This design comes from an exercise in tuning for small area and a short achievable clock period on the open sky130 flow, not from production work.
RTL that was checked went through simulation tests only; none was proved equivalent to the original.
No activity file was given, so power comes from the tool's default toggle rates.

07-25:
==> flow/design.v (excerpt) <==
module psum_accumulator #(
  parameter int T_D_SIZE = 37,
  parameter int O_D_SIZE = 16,
  parameter int F_WIDTH  = 5,
  parameter int LINE_LEN = 32
) (
  input  logic                       clk,
  input  logic                       rst,
  input  logic                       clk_en,
  input  logic [T_D_SIZE-1:0]        psum_i,
  input  logic                       psum_valid_i,
  output logic                       psum_ready_o,
  input  logic [T_D_SIZE-1:0]        bias_i,
  input  logic [4:0]                 shift_i,
  output logic [O_D_SIZE-1:0]        out_data_o,
  output logic                       out_valid_o,
  input  logic                       out_ready_i,
  output logic [$clog2(F_WIDTH)-1:0] pass_o,
  output logic                       row_done_o
);
  localparam int SW = psum_acc_pkg::store_width(T_D_SIZE, F_WIDTH);
  localparam int FW = SW + 1;
  localparam int PW = $clog2(F_WIDTH);
  localparam int CW = (LINE_LEN > 1) ? $clog2(LINE_LEN) : 1;
  localparam logic [CW-1:0] COL_LAST  = CW'(LINE_LEN - 1);
  localparam logic [PW-1:0] PASS_LAST = PW'(F_WIDTH - 1);
  localparam int FB = 2;                    
  localparam int NF = 1 << FB;              
  localparam int UW = O_D_SIZE + NF - 1;    
  logic [CW-1:0]       r_col;
  logic [PW-1:0]       r_pass;
  ...
For scale: about 2900 cells after synthesis, ~48000 sq um of cells after synthesis.
==> module psum_accumulator, before the edit <==
module psum_accumulator #(
  parameter int T_D_SIZE = 37,
  parameter int O_D_SIZE = 16,
  parameter int F_WIDTH  = 5,
  parameter int LINE_LEN = 32
) (
  input  logic                       clk,
  input  logic                       rst,
  input  logic                       clk_en,
  input  logic [T_D_SIZE-1:0]        psum_i,
  input  logic                       psum_valid_i,
  output logic                       psum_ready_o,
  input  logic [T_D_SIZE-1:0]        bias_i,
  input  logic [4:0]                 shift_i,
  output logic [O_D_SIZE-1:0]        out_data_o,
  output logic                       out_valid_o,
  input  logic                       out_ready_i,
  output logic [$clog2(F_WIDTH)-1:0] pass_o,
  output logic                       row_done_o
);
  localparam int SW = psum_acc_pkg::store_width(T_D_SIZE, F_WIDTH);
  localparam int FW = SW + 1;
  localparam int PW = $clog2(F_WIDTH);
  localparam int CW = (LINE_LEN > 1) ? $clog2(LINE_LEN) : 1;
  localparam logic [CW-1:0] COL_LAST  = CW'(LINE_LEN - 1);
  localparam logic [PW-1:0] PASS_LAST = PW'(F_WIDTH - 1);
  localparam int FB = 2;                    
  localparam int NF = 1 << FB;              
  localparam int UW = O_D_SIZE + NF - 1;    
  logic [CW-1:0]       r_col;
  logic [PW-1:0]       r_pass;
  logic                r_first;    
  logic                r_final;    
  logic [UW-1:0]       r_res_u;     
  logic [FB-1:0]       r_res_fine;  
  logic [NF-1:0]       r_res_fits;  
  logic                r_res_neg;   
  logic                r_out_valid;
  logic                r_row_done;
  logic                w_accept;
  logic                w_col_wrap;
  logic [SW-1:0]       w_head;
  logic [FW-1:0]       w_sum;
  assign psum_ready_o = clk_en & ~(r_final & r_out_valid & ~out_ready_i);
  assign w_accept     = psum_valid_i & psum_ready_o;
  assign w_col_wrap   = (r_col == COL_LAST);
  psum_line_buffer #(
    .DEPTH (LINE_LEN),
    .WIDTH (SW)
  ) u_line_buffer (
    .clk     (clk),
    .i_shift (w_accept),
    .i_wdata (w_sum[SW-1:0]),
    .o_head  (w_head)
  );
  logic [FW-1:0] w_head_x;
  logic [FW-1:0] w_psum_x;
  logic [FW-1:0] w_bias_x;
  assign w_head_x = {w_head[SW-1], w_head};
  assign w_psum_x = {{(FW-T_D_SIZE){psum_i[T_D_SIZE-1]}}, psum_i};
  assign w_bias_x = {{(FW-T_D_SIZE){bias_i[T_D_SIZE-1]}}, bias_i};
  logic [FW-1:0] w_head_g;
  logic [FW-1:0] w_bias_g;
  assign w_head_g = r_first ? '0 : w_head_x;
  assign w_bias_g = r_final ? w_bias_x : '0;
  logic [FW-1:0] w_cs_s;
  logic [FW-1:0] w_cs_c;
  assign w_cs_s = w_head_g ^ w_psum_x ^ w_bias_g;
  assign w_cs_c = {(w_head_g[FW-2:0] & w_psum_x[FW-2:0]) |
                   (w_head_g[FW-2:0] & w_bias_g[FW-2:0]) |
                   (w_psum_x[FW-2:0] & w_bias_g[FW-2:0]), 1'b0};
  assign w_sum  = w_cs_s + w_cs_c;
  function automatic logic sum_bit(input logic [FW-1:0] v, input integer j);
    sum_bit = (j >= FW) ? v[FW-1] : v[j];
  endfunction
  localparam int NC = 32 / NF;
  logic [NC-1:0] w_co_oh;
  always_comb begin
    for (int k = 0; k < NC; k++) w_co_oh[k] = (shift_i[4:FB] == (5 - FB)'(k));
  end
  logic [UW-1:0] w_u;
  always_comb begin
    for (int i = 0; i < UW; i++) begin
      w_u[i] = 1'b0;
      for (int k = 0; k < NC; k++) w_u[i] = w_u[i] | (w_co_oh[k] & sum_bit(w_sum, i + k * NF));
    end
  end
  logic [FW-1:1] w_up_mask;    
  logic [FW-1:1] w_one_ok;     
  logic [FW-1:1] w_zero_ok;    
  always_comb begin
    for (int j = 1; j < FW; j++) begin
      w_up_mask[j] = ({27'd0, shift_i} + O_D_SIZE - 1 < j);
      w_one_ok[j]  = w_cs_s[j] ^ w_cs_c[j] ^ (w_cs_s[j-1] & w_cs_c[j-1]);
      w_zero_ok[j] = ~(w_cs_s[j] ^ w_cs_c[j] ^ (w_cs_s[j-1] | w_cs_c[j-1]));
    end
  end
  logic w_all_ones;
  logic w_all_zeros;
  assign w_all_ones  = &(w_one_ok | ~w_up_mask);
  assign w_all_zeros = &(w_zero_ok | ~w_up_mask);
  logic [NF-1:0] w_fits_f;
  always_comb begin
    for (int f = 0; f < NF; f++) w_fits_f[f] = w_u[O_D_SIZE - 1 + f] ? w_all_ones : w_all_zeros;
  end
  logic [O_D_SIZE-1:0] w_shl;
  always_comb begin
    for (int i = 0; i < O_D_SIZE; i++) w_shl[i] = r_res_u[i + r_res_fine];
  end
  logic w_fits;
  assign w_fits     = r_res_fits[r_res_fine];
  assign out_data_o = w_fits ? w_shl : {r_res_neg, {(O_D_SIZE-1){~r_res_neg}}};
  always_ff @(posedge clk or posedge rst) begin
    if (rst) begin
      r_col       <= '0;
      r_pass      <= '0;
      r_first     <= 1'b1;
      r_final     <= 1'b0;
      r_res_u     <= '0;
      r_res_fine  <= '0;
      r_res_fits  <= '1;
      r_res_neg   <= 1'b0;
      r_out_valid <= 1'b0;
      r_row_done  <= 1'b0;
    end else if (clk_en) begin
      r_row_done <= 1'b0;
      if (r_out_valid && out_ready_i) begin
        r_out_valid <= 1'b0;
      end
      if (w_accept) begin
        r_col <= w_col_wrap ? '0 : r_col + 1'b1;
        if (r_final) begin
          r_res_u     <= w_u;
          r_res_fine  <= shift_i[FB-1:0];
          r_res_fits  <= w_fits_f;
          r_res_neg   <= w_sum[FW-1];
          r_out_valid <= 1'b1;
        end
        if (w_col_wrap) begin
          if (r_final) begin
            r_pass     <= '0;
            r_first    <= 1'b1;
            r_final    <= 1'b0;
            r_row_done <= 1'b1;
          end else begin
            r_pass     <= r_pass + 1'b1;
            r_first    <= 1'b0;
            r_final    <= (r_pass == PASS_LAST - 1'b1);
          end
        end
      end
    end
  end
  assign out_valid_o = r_out_valid;
  assign pass_o      = r_pass;
  assign row_done_o  = r_row_done;
endmodule
Settings: LEC_CHECK=0, ABC_AREA=1, CAP_MARGIN=20, CORE_MARGIN=2, CORE_UTILIZATION=40, CTS_BUF_LIST=sky130_fd_sc_hd__clkbuf_8, CTS_CLUSTER_DIAMETER=40, CTS_CLUSTER_SIZE=20, SETUP_SLACK_MARGIN=5, SLEW_MARGIN=20, BUFFER_PORTS_ARGS=-buffer_cell sky130_fd_sc_hd__buf_4; clock period 9.0 ns.
standard.sh (not shown) runs the stock make flow with config.mk's settings and CLKGATE_MAP_FILE= SYNTH_SCRIPT=/design/flow/synth_recipe.tcl, a recipe that flattens the netlist after the stock synthesis.
==> flow/flow/run.sh <==
#!/bin/bash
# Standard ORFS layout, with port buffers built from a plain buffer cell
# instead of the flow's default pick (a slow delay cell).
set -euo pipefail
cat flow/extra.mk >> config.mk
bash standard.sh > standard.log 2>&1
==> flow/flow/extra.mk <==
export BUFFER_PORTS_ARGS = -buffer_cell sky130_fd_sc_hd__buf_4
07-25: PASS, flow complete, no timing, DRC or antenna violations
Modified inputs, 11-13 compared to 07-25
diff --git a/flow/design.v b/flow/design.v
--- a/flow/design.v
+++ b/flow/design.v
@@ -127,11 +127,13 @@
     for (int f = 0; f < NF; f++) w_fits_f[f] = w_u[O_D_SIZE - 1 + f] ? w_all_ones : w_all_zeros;
   end
-  logic [O_D_SIZE-1:0] w_shl;
+  logic [O_D_SIZE-1:0] w_sat_v;
+  assign w_sat_v = {r_res_neg, {(O_D_SIZE-1){~r_res_neg}}};
+  logic [O_D_SIZE-1:0] w_cand [NF];
   always_comb begin
-    for (int i = 0; i < O_D_SIZE; i++) w_shl[i] = r_res_u[i + r_res_fine];
+    for (int f = 0; f < NF; f++)
+      for (int i = 0; i < O_D_SIZE; i++)
+        w_cand[f][i] = r_res_fits[f] ? r_res_u[i + f] : w_sat_v[i];
   end
-  logic w_fits;
-  assign w_fits     = r_res_fits[r_res_fine];
-  assign out_data_o = w_fits ? w_shl : {r_res_neg, {(O_D_SIZE-1){~r_res_neg}}};
+  assign out_data_o = w_cand[r_res_fine];
   always_ff @(posedge clk or posedge rst) begin
     if (rst) begin
==> comparison <==
For the relative slew slack, 11-13 came in 4.4 points lower than 07-25 did.
The startpoint of the worst setup timing path comes out r_res_fine[1]$_DFFE_PP0P_ in one run and r_res_fine[0]$_DFFE_PP0P_ in the other, namely in 11-13 and 07-25 respectively.
Going from 07-25 to 11-13, fraction of layout cells with a size suffix above 1 saw an increase, total power up about 3.4%, share of flip-flops with an asynchronous set or reset after synthesis ~0 delta, depth of the critical timing path with buffers and inverters included fell 1.
Logic depth of the worst register-to-register path, 07-25 and 11-13, higher one = 11-13.
A worst setup path endpoint of out_data_o[13] is what 11-13 shows, while out_data_o[3] belongs to 07-25.
met4 as the uppermost metal layer occupied by signal nets was reported by 07-25, and met5 by 11-13.
The sequential cell area share in 11-13 was lower than what 07-25 gave.
No functional check of the RTL was part of 07-25.

[what the ideal ports hide]
The flow's constraints put no driver on any port. The routed layouts listed below were extracted and timed again, unchanged, in two steps. Step 1 (the two cells are an assumption about what drives the block):
set clk [get_ports {clk}]
set_driving_cell -lib_cell sky130_fd_sc_hd__clkbuf_16 $clk
set_driving_cell -lib_cell sky130_fd_sc_hd__buf_2 [delete_from_list [all_inputs] $clk]
Step 2 adds t to the input delays and takes it off the output delays; t is the mean of the earliest and latest rising clock arrival at the registers after step 1. Input paths then give back, and output paths get back, about the clock's delay inside the block. a / b / c = ideal ports / drivers / drivers and shift; a / b = the first two.
run | shift t [ns] | slack for setup (ns) | hold WS [ns] | worst setup path after step 2 | worst register clock-pin slew, ns
07-25 | 0.892 | 4.698 / 4.629 / 4.097 | 0.371 / 0.371 / 0.371 | input to register | 0.12 / 0.12
11-13 | 0.879 | 4.801 / 4.732 / 4.114 | 0.382 / 0.382 / 0.382 | input to register | 0.11 / 0.11
After both steps every run listed still meets setup and hold. For 11-13, which loses most, drivers alone change the setup slack by -0.069 ns; drivers and shift together by -0.687 ns.
